Context: an optimization exercise on an open-source flow, tuned for small area and a short achievable clock period. The choices shown serve that exercise and are no tape-out recipe.
RTL that was checked went through simulation tests only; none was proved equivalent to the original.
The flow treats the clock pin as an ideal source, which a real chip does not have.
Power and IR drop assume default switching activity.

Design ddr_port_mux, start of the top module:
module ddr_port_mux
(
	input  logic        afi_phy_clk,
	input  logic        rst,
	input  logic [31:0] wport0_addr,
	input  logic [31:0] wport0_data,
	input  logic [31:0] wport2_addr,
	input  logic [31:0] wport2_data,
	input  logic [1:0]  wport_req,
	output logic [1:0]  wport_ready,
	input  logic [31:0] rport1_addr,
	input  logic [31:0] rport3_addr,
	input  logic [1:0]  rport_req,
	output logic [1:0]  rport_ready,
	output logic [31:0] rport1_data,
	output logic [31:0] rport3_data,
	output logic [1:0]  rport_data_valid,
	input  logic        local_init_done,
	input  logic        local_ready,
	input  logic [31:0] local_rdata,
	input  logic        local_rdata_valid,
	output logic [31:0] local_address,
	output logic [31:0] local_wdata,
	output logic        local_write_req,
	output logic        local_read_req
);
Size: roughly 2900 cells after synthesis, ~370 I/O pins.
==> module sync_fifo, before the edit <==
module sync_fifo #(
	parameter int width = 32
)
(
	input  logic                  rst,
	input  logic                  afi_phy_clk,
	input  logic [width-1:0]      data,
	input  logic                  req,
	input  logic                  pop,
	output logic [3:0][width-1:0] slots,
	output logic [3:0]            head,
	output logic                  ready,
	output logic                  pending
);
	logic [3:0] wr_en;
	logic [3:0] wr_hold;
	logic [3:0] wr_sel;
	logic [3:0] wr_next;
	logic [3:0] wr_sel_next;
	logic [3:0] head_next;
	logic       ready_next;
	logic       push;
	logic       fills;
	logic       drains;
	assign push        = req && ready;
	assign wr_sel      = ready ? wr_en : head;
	assign wr_next     = {wr_sel[2:0], wr_sel[3]};
	assign head_next   = {head[2:0], head[3]};
	assign fills       = |(wr_next & head);
	assign drains      = |(head_next & wr_sel);
	assign wr_sel_next = push ? wr_next : wr_sel;
	assign ready_next  = (push && !pop) ? !fills : ((pop && !push) ? 1'b1 : ready);
	always_ff @(posedge afi_phy_clk)
	begin
		for (int k = 0; k < 4; k++)
		begin
			slots[k] <= ({width{wr_en[k]}} & data) | ({width{wr_hold[k]}} & slots[k]);
		end
	end
	always_ff @(posedge afi_phy_clk)
	begin
		if (rst)
		begin
			wr_en   <= 4'b0001;
			wr_hold <= 4'b1110;
			head    <= 4'b0001;
			ready   <= 1'b1;
			pending <= 1'b0;
		end
		else
		begin
			if (pop)
			begin
				head <= head_next;
			end
			wr_en   <= wr_sel_next & {4{ready_next}};
			wr_hold <= ~(wr_sel_next & {4{ready_next}});
			ready   <= ready_next;
			if (push && !pop)
			begin
				pending <= 1'b1;
			end
			else if (pop && !push)
			begin
				pending <= !drains;
			end
		end
	end
endmodule
Settings: LEC_CHECK=0, CAP_MARGIN=20, CORE_MARGIN=2, CORE_UTILIZATION=65, CTS_CLUSTER_DIAMETER=60, CTS_CLUSTER_SIZE=30, SETUP_SLACK_MARGIN=5, SLEW_MARGIN=20; clock period 8.0 ns.
standard.sh (not shown) runs the stock make flow with config.mk's settings and CLKGATE_MAP_FILE= SYNTH_SCRIPT=/design/flow/synth_recipe.tcl, a recipe that flattens the netlist after the stock synthesis.
==> flow/flow/run.sh <==
#!/bin/bash
# standard layout with a tighter setup margin for repair_timing, small port
# buffers, free resizing, smaller clock-tree leaf buffers, and the clock
# tree's root buffer dropped after CTS, before its timing repair
set -euo pipefail
export SKIP_CTS_REPAIR_TIMING=1
export POST_CTS_TCL=$PWD/flow/noroot.tcl
export CTS_ARGS="-sink_clustering_enable -sink_clustering_size 18 -sink_clustering_max_diameter 60 -repair_clock_nets -sink_clustering_buffer sky130_fd_sc_hd__clkbuf_8"
bash standard.sh SETUP_SLACK_MARGIN=5.4 "BUFFER_PORTS_ARGS=-buffer_cell sky130_fd_sc_hd__buf_1" MATCH_CELL_FOOTPRINT=0 SKIP_CTS_REPAIR_TIMING=1 POST_CTS_TCL=$PWD/flow/noroot.tcl "CTS_ARGS=$CTS_ARGS" finish > standard_flow.log 2>&1
==> flow/flow/noroot.tcl <==
set block [ord::get_db_block]
proc sink_iterms {net} {
  set l {}
  foreach it [$net getITerms] { if {[$it isInputSignal]} { lappend l $it } }
  return $l
}
set pnet [[$block findBTerm afi_phy_clk] getNet]
set roots [sink_iterms $pnet]
if {[llength $roots] == 1} {
  set root [[lindex $roots 0] getInst]
  set rnet [[$root findITerm X] getNet]
  set loads [sink_iterms $rnet]
  set ok [expr {[llength $loads] >= 1 && [llength $loads] <= 4}]
  foreach l $loads {
    if {![string match sky130_fd_sc_hd__clkbuf_* [[[$l getInst] getMaster] getName]]} { set ok 0 }
  }
  if {$ok} {
    puts "noroot: removing [$root getName], port now drives [llength $loads] buffers"
    [lindex $roots 0] disconnect
    foreach l $loads { $l disconnect; $l connect $pnet }
    [$root findITerm X] disconnect
    odb::dbInst_destroy $root
    odb::dbNet_destroy $rnet
  } else {
    puts "noroot: tree shape not as expected, left unchanged"
  }
}
estimate_parasitics -placement
repair_timing_helper
set result [catch { detailed_placement } msg]
if { $result != 0 } {
  error "Detailed placement failed after CTS repair: $msg"
}
check_placement -verbose
estimate_parasitics -placement
Edit:
--- a/flow/design.v
+++ b/flow/design.v
@@ -22,37 +22,32 @@
 	output logic                  ready,
 	output logic                  pending
 );
-	logic [3:0] wr_en;
-	logic [3:0] wr_hold;
 	logic [3:0] wr_sel;
 	logic [3:0] wr_next;
-	logic [3:0] wr_sel_next;
 	logic [3:0] head_next;
-	logic       ready_next;
 	logic       push;
 	logic       fills;
 	logic       drains;
-	assign push        = req && ready;
-	assign wr_sel      = ready ? wr_en : head;
-	assign wr_next     = {wr_sel[2:0], wr_sel[3]};
-	assign head_next   = {head[2:0], head[3]};
-	assign fills       = |(wr_next & head);
-	assign drains      = |(head_next & wr_sel);
-	assign wr_sel_next = push ? wr_next : wr_sel;
-	assign ready_next  = (push && !pop) ? !fills : ((pop && !push) ? 1'b1 : ready);
+	assign push      = req && ready;
+	assign wr_next   = {wr_sel[2:0], wr_sel[3]};
+	assign head_next = {head[2:0], head[3]};
+	assign fills     = |(wr_next & head);
+	assign drains    = |(head_next & wr_sel);
 	always_ff @(posedge afi_phy_clk)
 	begin
 		for (int k = 0; k < 4; k++)
 		begin
-			slots[k] <= ({width{wr_en[k]}} & data) | ({width{wr_hold[k]}} & slots[k]);
+			if (ready && wr_sel[k])
+			begin
+				slots[k] <= data;
+			end
 		end
 	end
 	always_ff @(posedge afi_phy_clk)
 	begin
 		if (rst)
 		begin
-			wr_en   <= 4'b0001;
-			wr_hold <= 4'b1110;
+			wr_sel  <= 4'b0001;
 			head    <= 4'b0001;
 			ready   <= 1'b1;
 			pending <= 1'b0;
@@ -63,15 +58,18 @@
 			begin
 				head <= head_next;
 			end
-			wr_en   <= wr_sel_next & {4{ready_next}};
-			wr_hold <= ~(wr_sel_next & {4{ready_next}});
-			ready   <= ready_next;
+			if (push)
+			begin
+				wr_sel <= wr_next;
+			end
 			if (push && !pop)
 			begin
+				ready   <= !fills;
 				pending <= 1'b1;
 			end
 			else if (pop && !push)
 			begin
+				ready   <= 1'b1;
 				pending <= !drains;
 			end
 		end
Result:
- The changed run went through all stages and came out clean
- synthesized area falls slightly
- non-clock buffer count falls by 12
- wire length falls by about a fifth
- clock skew rises by 3.4 ps
- sequential share of layout area rises by 20 points
- power falls by about a fifth
- die area falls slightly
- critical path depth stays the same
- sequential cell count falls by 16
Function not checked in the first run of this note: the RTL went through the layout flow alone.

port drivers added, routing unchanged:
How much do the figures lean on ideal ports? The routed layouts below were timed once more, with nothing changed but the port constraints.
Step 1 assumes that a clkbuf_16 drives the clock port and a buf_2 every other input.
Step 2 moves the port delays by t, midway between the first and last clock arrival at a register: inputs arrive t later, outputs are due t later. That takes back most of the time a late clock gives input paths.
Three values: ideal ports, drivers, drivers and shift; two values: the first two.
run | t (ns) | setup slack, ns | worst register clock-pin slew, ns | pins driven straight from the clock port
the first run | 0.547 | 5.317 / 5.189 / 5.057 | 0.12 / 0.12 | 4
the second run | 0.532 | 5.360 / 5.232 / 4.961 | 0.12 / 0.12 | 4
After both steps every run listed still meets setup and hold. For the second run, which loses most, drivers alone change the setup slack by -0.128 ns; drivers and shift together by -0.399 ns.
